Source: an optimization exercise on an open RTL-to-GDS flow (aim: small area and a short achievable clock period). Production flows keep margins and buffers that such runs may drop. Where RTL was checked, it was by simulation tests only, not by an equivalence proof against the original. Power and IR drop assume default switching activity.

==> module stream_fifo, before the edit <==
module stream_fifo (
   input  logic                 pclk,
   input  logic                 prst_n,
   input  logic                 i_push,
   input  axis_pkg::axis_word_t i_wdata,
   output logic                 o_full,
   input  logic                 i_pop,
   output axis_pkg::axis_word_t o_rdata,
   output logic                 o_empty,
   output logic                 o_rdy_lvl
);
   localparam int DEPTH = 2**5;
   localparam int DW    = 32;
   logic [DEPTH*DW-1:0]  mem;
   axis_pkg::fifo_addr_t wptr;
   logic [DEPTH-1:0]     rsel;
   axis_pkg::fifo_lvl_t  lvl;
   axis_pkg::fifo_lvl_t  lvl_nxt;
   logic                 tready_q;
   logic                 empty_q;
   logic                 rdy_q;
   logic                 wr_en;
   logic                 rd_en;
   assign o_full    = ~tready_q;
   assign o_empty   = empty_q;
   assign o_rdy_lvl = rdy_q;
   assign wr_en = i_push & tready_q;
   assign rd_en = i_pop;
   always_ff @(posedge pclk) begin
      for (int i = 0; i < DEPTH; i++) begin
         if (wr_en && wptr == axis_pkg::fifo_addr_t'(i)) begin
            mem[i*DW +: DW] <= i_wdata;
         end
      end
   end
   always_comb begin
      o_rdata = '0;
      for (int i = 0; i < DEPTH; i++) begin
         o_rdata = o_rdata | ({DW{rsel[i]}} & mem[i*DW +: DW]);
      end
   end
   logic inc;
   logic dec;
   logic lvl_eq1;
   logic lvl_eq31;
   logic lvl_ge8;
   logic lvl_gt8;
   logic lvl_ge10;
   assign inc = wr_en & ~rd_en;
   assign dec = rd_en & ~wr_en;
   assign lvl_eq1  = (lvl == axis_pkg::fifo_lvl_t'(1));
   assign lvl_eq31 = (lvl == axis_pkg::fifo_lvl_t'(DEPTH-1));
   assign lvl_ge8  = (lvl >= axis_pkg::fifo_lvl_t'(8));
   assign lvl_gt8  = (lvl >  axis_pkg::fifo_lvl_t'(8));
   assign lvl_ge10 = (lvl >= axis_pkg::fifo_lvl_t'(8+2));
   always_comb begin
      if (inc) begin
         lvl_nxt = lvl + 1'b1;
      end else if (dec) begin
         lvl_nxt = lvl - 1'b1;
      end else begin
         lvl_nxt = lvl;
      end
   end
   always_ff @(posedge pclk) begin
      if (!prst_n) begin
         wptr     <= '0;
         rsel     <= DEPTH'(1);
         lvl      <= '0;
         tready_q <= 1'b1;
         empty_q  <= 1'b1;
         rdy_q    <= 1'b0;
      end else begin
         if (wr_en) begin
            wptr <= wptr + 1'b1;
         end
         if (rd_en) begin
            rsel <= {rsel[DEPTH-2:0], rsel[DEPTH-1]};
         end
         lvl <= lvl_nxt;
         if (inc) begin
            tready_q <= ~lvl_eq31;
            empty_q  <= 1'b0;
            rdy_q    <= lvl_ge8;
         end else if (dec) begin
            tready_q <= 1'b1;
            empty_q  <= lvl_eq1;
            rdy_q    <= lvl_ge10;
         end else begin
            rdy_q    <= lvl_gt8;
         end
      end
   end
endmodule
clock: 3.3 ns
lec_check: 0
cap_margin: 20
core_margin: 2
core_utilization: 40
slew_margin: 20
run.sh (not shown) runs the stock make flow with config.mk's settings and CLKGATE_MAP_FILE= SYNTH_SCRIPT=/design/flow/synth_recipe.tcl, a recipe that flattens the netlist after the stock synthesis.
The baseline went through all stages and came out clean.
==> next run, changes <==
--- a/flow/design.v
+++ b/flow/design.v
@@ -65,30 +65,15 @@
       for (int i = 0; i < DEPTH; i++) begin
          o_rdata = o_rdata | ({DW{rsel[i]}} & mem[i*DW +: DW]);
       end
    end
-   logic inc;
-   logic dec;
-   logic lvl_eq1;
-   logic lvl_eq31;
-   logic lvl_ge8;
-   logic lvl_gt8;
-   logic lvl_ge10;
-   assign inc = wr_en & ~rd_en;
-   assign dec = rd_en & ~wr_en;
-   assign lvl_eq1  = (lvl == axis_pkg::fifo_lvl_t'(1));
-   assign lvl_eq31 = (lvl == axis_pkg::fifo_lvl_t'(DEPTH-1));
-   assign lvl_ge8  = (lvl >= axis_pkg::fifo_lvl_t'(8));
-   assign lvl_gt8  = (lvl >  axis_pkg::fifo_lvl_t'(8));
-   assign lvl_ge10 = (lvl >= axis_pkg::fifo_lvl_t'(8+2));
    always_comb begin
-      if (inc) begin
-         lvl_nxt = lvl + 1'b1;
-      end else if (dec) begin
-         lvl_nxt = lvl - 1'b1;
-      end else begin
-         lvl_nxt = lvl;
-      end
+      lvl_nxt = lvl;
+      case ({wr_en, rd_en})
+         2'b10:   lvl_nxt = lvl + 1'b1;
+         2'b01:   lvl_nxt = lvl - 1'b1;
+         default: lvl_nxt = lvl;
+      endcase
    end
    always_ff @(posedge pclk) begin
       if (!prst_n) begin
          wptr     <= '0;
@@ -103,20 +88,12 @@
          end
          if (rd_en) begin
             rsel <= {rsel[DEPTH-2:0], rsel[DEPTH-1]};
          end
-         lvl <= lvl_nxt;
-         if (inc) begin
-            tready_q <= ~lvl_eq31;
-            empty_q  <= 1'b0;
-            rdy_q    <= lvl_ge8;
-         end else if (dec) begin
-            tready_q <= 1'b1;
-            empty_q  <= lvl_eq1;
-            rdy_q    <= lvl_ge10;
-         end else begin
-            rdy_q    <= lvl_gt8;
-         end
+         lvl      <= lvl_nxt;
+         tready_q <= ~lvl_nxt[5];
+         empty_q  <= (lvl_nxt == '0);
+         rdy_q    <= (lvl_nxt > axis_pkg::fifo_lvl_t'(8));
       end
    end
 endmodule
 `default_nettype wire
What happened: Global-route usage climbs by 0.12 points. Count of clock-buffer cells in the layout is higher by 2. Utilization falls by 0.35 points. Setup slack degrades by 0.40 ns. Synthesized area is about the same.
No functional check of the RTL was part of the first run of this note.

---

Setup of JK:
axi4s2v again, from the RTL that the note above started with.
clock: 3.3 ns
lec_check: 0
abc_clock_period_in_ps: 1500
cap_margin: 20
core_margin: 2
core_utilization: 40
cts_cluster_diameter: 120
cts_cluster_size: 30
setup_slack_margin: 1.5
slew_margin: 20
JK completed every stage of the flow, and the final layout passed the timing, design-rule and antenna checks.
> inputs changed (JK -> MS)
--- a/flow/design.v
+++ b/flow/design.v
@@ -39,7 +39,10 @@
    localparam int DEPTH = 2**5;
    localparam int DW    = 32;
    logic [DEPTH*DW-1:0]  mem;
-   axis_pkg::fifo_addr_t wptr;
+   localparam int WLO = 4;
+   localparam int WHI = DEPTH / WLO;
+   logic [WLO-1:0]       wsel_lo;
+   logic [WHI-1:0]       wsel_hi;
    logic [DEPTH-1:0]     rsel;
    axis_pkg::fifo_lvl_t  lvl;
    axis_pkg::fifo_lvl_t  lvl_nxt;
@@ -55,7 +58,7 @@
    assign rd_en = i_pop;
    always_ff @(posedge pclk) begin
       for (int i = 0; i < DEPTH; i++) begin
-         if (wr_en && wptr == axis_pkg::fifo_addr_t'(i)) begin
+         if (wr_en && wsel_lo[i % WLO] && wsel_hi[i / WLO]) begin
             mem[i*DW +: DW] <= i_wdata;
          end
       end
@@ -80,18 +83,17 @@
    assign lvl_ge8  = (lvl >= axis_pkg::fifo_lvl_t'(8));
    assign lvl_gt8  = (lvl >  axis_pkg::fifo_lvl_t'(8));
    assign lvl_ge10 = (lvl >= axis_pkg::fifo_lvl_t'(8+2));
-   always_comb begin
-      if (inc) begin
-         lvl_nxt = lvl + 1'b1;
-      end else if (dec) begin
-         lvl_nxt = lvl - 1'b1;
-      end else begin
-         lvl_nxt = lvl;
-      end
-   end
+   axis_pkg::fifo_lvl_t lvl_up;
+   axis_pkg::fifo_lvl_t lvl_dn;
+   assign lvl_up  = lvl + 1'b1;
+   assign lvl_dn  = lvl - 1'b1;
+   assign lvl_nxt = ({($bits(lvl)){inc}} & lvl_up) |
+                    ({($bits(lvl)){dec}} & lvl_dn) |
+                    ({($bits(lvl)){~inc & ~dec}} & lvl);
    always_ff @(posedge pclk) begin
       if (!prst_n) begin
-         wptr     <= '0;
+         wsel_lo  <= WLO'(1);
+         wsel_hi  <= WHI'(1);
          rsel     <= DEPTH'(1);
          lvl      <= '0;
          tready_q <= 1'b1;
@@ -99,23 +101,18 @@
          rdy_q    <= 1'b0;
       end else begin
          if (wr_en) begin
-            wptr <= wptr + 1'b1;
+            wsel_lo <= {wsel_lo[WLO-2:0], wsel_lo[WLO-1]};
+            if (wsel_lo[WLO-1]) begin
+               wsel_hi <= {wsel_hi[WHI-2:0], wsel_hi[WHI-1]};
+            end
          end
          if (rd_en) begin
             rsel <= {rsel[DEPTH-2:0], rsel[DEPTH-1]};
          end
-         lvl <= lvl_nxt;
-         if (inc) begin
-            tready_q <= ~lvl_eq31;
-            empty_q  <= 1'b0;
-            rdy_q    <= lvl_ge8;
-         end else if (dec) begin
-            tready_q <= 1'b1;
-            empty_q  <= lvl_eq1;
-            rdy_q    <= lvl_ge10;
-         end else begin
-            rdy_q    <= lvl_gt8;
-         end
+         lvl      <= lvl_nxt;
+         tready_q <= (inc & ~lvl_eq31) | dec | (~inc & ~dec & tready_q);
+         empty_q  <= (dec & lvl_eq1) | (~inc & ~dec & empty_q);
+         rdy_q    <= (inc & lvl_ge8) | (dec & lvl_ge10) | (~inc & ~dec & lvl_gt8);
       end
    end
 endmodule
==> run summary <==
Signed area change from the synthesized netlist to the final layout across MS and JK: no real change. MS ends up with a register area share after synthesis that is 0.64 points lower than in JK. Changes observed in MS relative to JK: clock share of power about even; post-synth net total shows an increase of 36. Relative to JK, the depth of the worst register-to-register path of MS is lower by 2. Between MS and JK, the difference in internal power consumption is negligible. Via count: MS vs JK up 2.9%. Met3 layer wire length in the routed design (lower): JK. JK → MS: global-route wire length before repair shows an increase of 5.5%, post-layout worst setup margin up 0.11 ns, met1 wire length went up by 410 um. Cmp MS vs JK: wire length on met2 higher in MS. Between MS and JK, inverter count of the layout excluding clock inverters is higher for MS, JK comes in under that.
No run of this note included a check of the RTL's function; only the layout flow was run.

---

v6:
axi4s2v, a different RTL version from the one above (not shown whole).
Size in the first run: about 2,400 cells after synthesis, ~65 I/O pins, roughly 41,000 um^2 of cells after synthesis.
==> module stream_fifo, before the edit <==
module stream_fifo (
   input  logic                 pclk,
   input  logic                 prst_n,
   input  logic                 i_push,
   input  axis_pkg::axis_word_t i_wdata,
   output logic                 o_full,
   input  logic                 i_pop,
   output axis_pkg::axis_word_t o_rdata,
   output logic                 o_empty,
   output logic                 o_rdy_lvl
);
   localparam int DEPTH = 2**5;
   localparam int DW    = 32;
   logic [DEPTH*DW-1:0]  mem;
   localparam int WLO = 4;
   localparam int WHI = DEPTH / WLO;
   logic [WLO-1:0]       wsel_lo;
   logic [WHI-1:0]       wsel_hi;
   logic [DEPTH-1:0]     rsel;
   axis_pkg::fifo_lvl_t  lvl;
   axis_pkg::fifo_lvl_t  lvl_nxt;
   logic                 tready_q;
   logic                 empty_q;
   logic                 rdy_q;
   logic                 wr_en;
   logic                 rd_en;
   assign o_full    = ~tready_q;
   assign o_empty   = empty_q;
   assign o_rdy_lvl = rdy_q;
   assign wr_en = i_push & tready_q;
   assign rd_en = i_pop;
   always_ff @(posedge pclk) begin
      for (int i = 0; i < DEPTH; i++) begin
         if (wr_en && wsel_lo[i % WLO] && wsel_hi[i / WLO]) begin
            mem[i*DW +: DW] <= i_wdata;
         end
      end
   end
   always_comb begin
      o_rdata = '0;
      for (int i = 0; i < DEPTH; i++) begin
         o_rdata = o_rdata | ({DW{rsel[i]}} & mem[i*DW +: DW]);
      end
   end
   logic inc;
   logic dec;
   logic lvl_eq1;
   logic lvl_eq31;
   logic lvl_ge8;
   logic lvl_gt8;
   logic lvl_ge10;
   assign inc = wr_en & ~rd_en;
   assign dec = rd_en & ~wr_en;
   assign lvl_eq1  = (lvl == axis_pkg::fifo_lvl_t'(1));
   assign lvl_eq31 = (lvl == axis_pkg::fifo_lvl_t'(DEPTH-1));
   assign lvl_ge8  = (lvl >= axis_pkg::fifo_lvl_t'(8));
   assign lvl_gt8  = (lvl >  axis_pkg::fifo_lvl_t'(8));
   assign lvl_ge10 = (lvl >= axis_pkg::fifo_lvl_t'(8+2));
   axis_pkg::fifo_lvl_t lvl_up;
   axis_pkg::fifo_lvl_t lvl_dn;
   assign lvl_up  = lvl + 1'b1;
   assign lvl_dn  = lvl - 1'b1;
   assign lvl_nxt = ({(5+1){inc}} & lvl_up) |
                    ({(5+1){dec}} & lvl_dn) |
                    ({(5+1){~inc & ~dec}} & lvl);
   always_ff @(posedge pclk) begin
      if (!prst_n) begin
         wsel_lo  <= WLO'(1);
         wsel_hi  <= WHI'(1);
         rsel     <= DEPTH'(1);
         lvl      <= '0;
         tready_q <= 1'b1;
         empty_q  <= 1'b1;
         rdy_q    <= 1'b0;
      end else begin
         if (wr_en) begin
            wsel_lo <= {wsel_lo[WLO-2:0], wsel_lo[WLO-1]};
            if (wsel_lo[WLO-1]) begin
               wsel_hi <= {wsel_hi[WHI-2:0], wsel_hi[WHI-1]};
            end
         end
         if (rd_en) begin
            rsel <= {rsel[DEPTH-2:0], rsel[DEPTH-1]};
         end
         lvl      <= lvl_nxt;
         tready_q <= (inc & ~lvl_eq31) | dec | (~inc & ~dec & tready_q);
         empty_q  <= (dec & lvl_eq1) | (~inc & ~dec & empty_q);
         rdy_q    <= (inc & lvl_ge8) | (dec & lvl_ge10) | (~inc & ~dec & lvl_gt8);
      end
   end
endmodule
==> flow/config.mk <==
export PLATFORM = sky130hd
export DESIGN_NAME = axi4s2v
export DESIGN_NICKNAME = axi4s2v
export VERILOG_FILES = /design/flow/design.v
export SDC_FILE = /design/flow/constraint.sdc
export NUM_CORES = 4
export LEC_CHECK = 0
export ABC_CLOCK_PERIOD_IN_PS = 1500
export CAP_MARGIN = 20
export CORE_MARGIN = 2
export CORE_UTILIZATION = 40
export CTS_CLUSTER_DIAMETER = 100
export CTS_CLUSTER_SIZE = 25
export SETUP_SLACK_MARGIN = 1.5
export SLEW_MARGIN = 20
==> flow/constraint.sdc <==
create_clock -name core_clock -period 3.3 [get_ports {pclk}]
set_input_delay 0.6600 -clock core_clock [delete_from_list [all_inputs] [get_ports {pclk}]]
set_output_delay 0.6600 -clock core_clock [all_outputs]
set_load 0.01 [all_outputs]
standard.sh (not shown) runs the stock make flow with config.mk's settings and CLKGATE_MAP_FILE= SYNTH_SCRIPT=/design/flow/synth_recipe.tcl, a recipe that flattens the netlist after the stock synthesis.
==> flow/flow/run.sh <==
#!/bin/bash
# Layout flow: the standard flow, with clock tree synthesis told not to add
# dummy balancing loads and the port buffers made with a plain buffer cell
set -o pipefail
bash standard.sh \
  CTS_ARGS="-sink_clustering_enable -repair_clock_nets -sink_clustering_size 25 -sink_clustering_max_diameter 100 -dont_use_dummy_load" \
  BUFFER_PORTS_ARGS="-buffer_cell sky130_fd_sc_hd__buf_2" \
  finish > standard.log 2>&1
Looking at the reports, v6 completed the entire flow and the layout it produced met the timing, design-rule and antenna checks.
#### Input delta (v7 over v6)
--- a/flow/design.v
+++ b/flow/design.v
@@ -41,35 +41,41 @@
    logic [DEPTH*DW-1:0]  mem;
    localparam int WLO = 4;
    localparam int WHI = DEPTH / WLO;
    logic [WLO-1:0]       wsel_lo;
    logic [WHI-1:0]       wsel_hi;
    logic [DEPTH-1:0]     rsel;
+   logic [DEPTH-1:0]     rsel_r;
    axis_pkg::fifo_lvl_t  lvl;
    axis_pkg::fifo_lvl_t  lvl_nxt;
    logic                 tready_q;
+   logic                 full_q;
+   logic                 rd_q;
    logic                 empty_q;
    logic                 rdy_q;
    logic                 wr_en;
    logic                 rd_en;
    assign o_full    = ~tready_q;
    assign o_empty   = empty_q;
    assign o_rdy_lvl = rdy_q;
-   assign wr_en = i_push & tready_q;
+   assign wr_en = i_push & ~full_q;
    assign rd_en = i_pop;
    always_ff @(posedge pclk) begin
       for (int i = 0; i < DEPTH; i++) begin
          if (wr_en && wsel_lo[i % WLO] && wsel_hi[i / WLO]) begin
             mem[i*DW +: DW] <= i_wdata;
          end
       end
    end
    always_comb begin
       o_rdata = '0;
       for (int i = 0; i < DEPTH; i++) begin
-         o_rdata = o_rdata | ({DW{rsel[i]}} & mem[i*DW +: DW]);
+         o_rdata[DW/2-1:0] = o_rdata[DW/2-1:0] |
+                             ({(DW/2){rsel[i]}} & mem[i*DW +: DW/2]);
+         o_rdata[DW-1:DW/2] = o_rdata[DW-1:DW/2] |
+                              ({(DW/2){rsel_r[DEPTH-1-i]}} & mem[i*DW+DW/2 +: DW/2]);
       end
    end
    logic inc;
    logic dec;
    logic lvl_eq1;
    logic lvl_eq31;
@@ -92,28 +98,34 @@
                     ({(5+1){~inc & ~dec}} & lvl);
    always_ff @(posedge pclk) begin
       if (!prst_n) begin
          wsel_lo  <= WLO'(1);
          wsel_hi  <= WHI'(1);
          rsel     <= DEPTH'(1);
+         rsel_r   <= {1'b1, {(DEPTH-1){1'b0}}};
          lvl      <= '0;
          tready_q <= 1'b1;
+         full_q   <= 1'b0;
+         rd_q     <= 1'b0;
          empty_q  <= 1'b1;
          rdy_q    <= 1'b0;
       end else begin
          if (wr_en) begin
             wsel_lo <= {wsel_lo[WLO-2:0], wsel_lo[WLO-1]};
             if (wsel_lo[WLO-1]) begin
                wsel_hi <= {wsel_hi[WHI-2:0], wsel_hi[WHI-1]};
             end
          end
-         if (rd_en) begin
-            rsel <= {rsel[DEPTH-2:0], rsel[DEPTH-1]};
+         rd_q <= rd_en;
+         if (rd_q) begin
+            rsel   <= {rsel[DEPTH-2:0], rsel[DEPTH-1]};
+            rsel_r <= {rsel_r[0], rsel_r[DEPTH-1:1]};
          end
          lvl      <= lvl_nxt;
          tready_q <= (inc & ~lvl_eq31) | dec | (~inc & ~dec & tready_q);
+         full_q   <= (inc & lvl_eq31) | (~inc & ~dec & full_q);
          empty_q  <= (dec & lvl_eq1) | (~inc & ~dec & empty_q);
          rdy_q    <= (inc & lvl_ge8) | (dec & lvl_ge10) | (~inc & ~dec & lvl_gt8);
       end
    end
 endmodule
 `default_nettype wire
### Flow results
v7 ended with every stage complete and zero timing, DRC or antenna violations. v7 vs v6, sequential power went up by about 3%. Against v6 as the reference, v7 delivers a higher clock buffer count from CTS. Compared to v6, v7 has total number of tap cells 0.88% higher. Min combinational cell fraction of total power across v7 and v6: v7. Comparing v6 with v7, the reg-to-reg setup timing slack came out essentially unchanged. Between v7 and v6, the difference in via count of the routed design is negligible. v7 gives more core outline area than v6 did. Taking v6 as the reference, in v7 non-clock buffer count decreased 6, overall power consumption now larger. There was hardly any difference in relative contribution of the clock network to total power between v7 and v6.
Function not checked in v7: the RTL went through the layout flow alone.

-- separate check: timing with driven ports --
The results above use ideal ports. As a check the final layouts listed here were re-extracted and re-timed, cells and wires unchanged.
Step 1, drivers: a clkbuf_16 drives pclk and a buf_2 each remaining input, both assumed.
Step 2 also shifts input and output timing later by t, the mid clock arrival at the registers, as if the neighbouring blocks saw the same clock.
a / b / c = ideal ports / drivers / drivers and shift; a / b = the first two.
| run | t, ns | slack for setup (ns) | hold slack, ns | slew at the worst register clock pin (ns) |
|---|---|---|---|---|
| the first run of note 1 | 0.740 | 0.942 / 0.896 / 0.231 | 0.327 / 0.327 / 0.327 | 0.07 / 0.07 |
| the second run of note 1 | 0.756 | 0.545 / 0.545 / -0.163 | 0.323 / 0.323 / 0.323 | 0.07 / 0.07 |
| JK | 0.710 | 1.341 / 1.341 / 0.734 | 0.320 / 0.271 / 0.332 | 0.12 / 0.12 |
| MS | 0.731 | 1.451 / 1.381 / 0.916 | 0.318 / 0.318 / 0.318 | 0.12 / 0.12 |
| v6 | 0.720 | 1.465 / 1.394 / 0.961 | 0.166 / 0.124 / 0.333 | 0.10 / 0.10 |
| v7 | 0.720 | 1.455 / 1.453 / 1.178 | 0.163 / 0.122 / 0.333 | 0.10 / 0.10 |
Met with ideal ports but missed after step 2: setup timing in the second run of note 1. The setup slack of the first run of note 1, which loses most, moves by -0.046 ns with the drivers and by -0.711 ns with both steps.
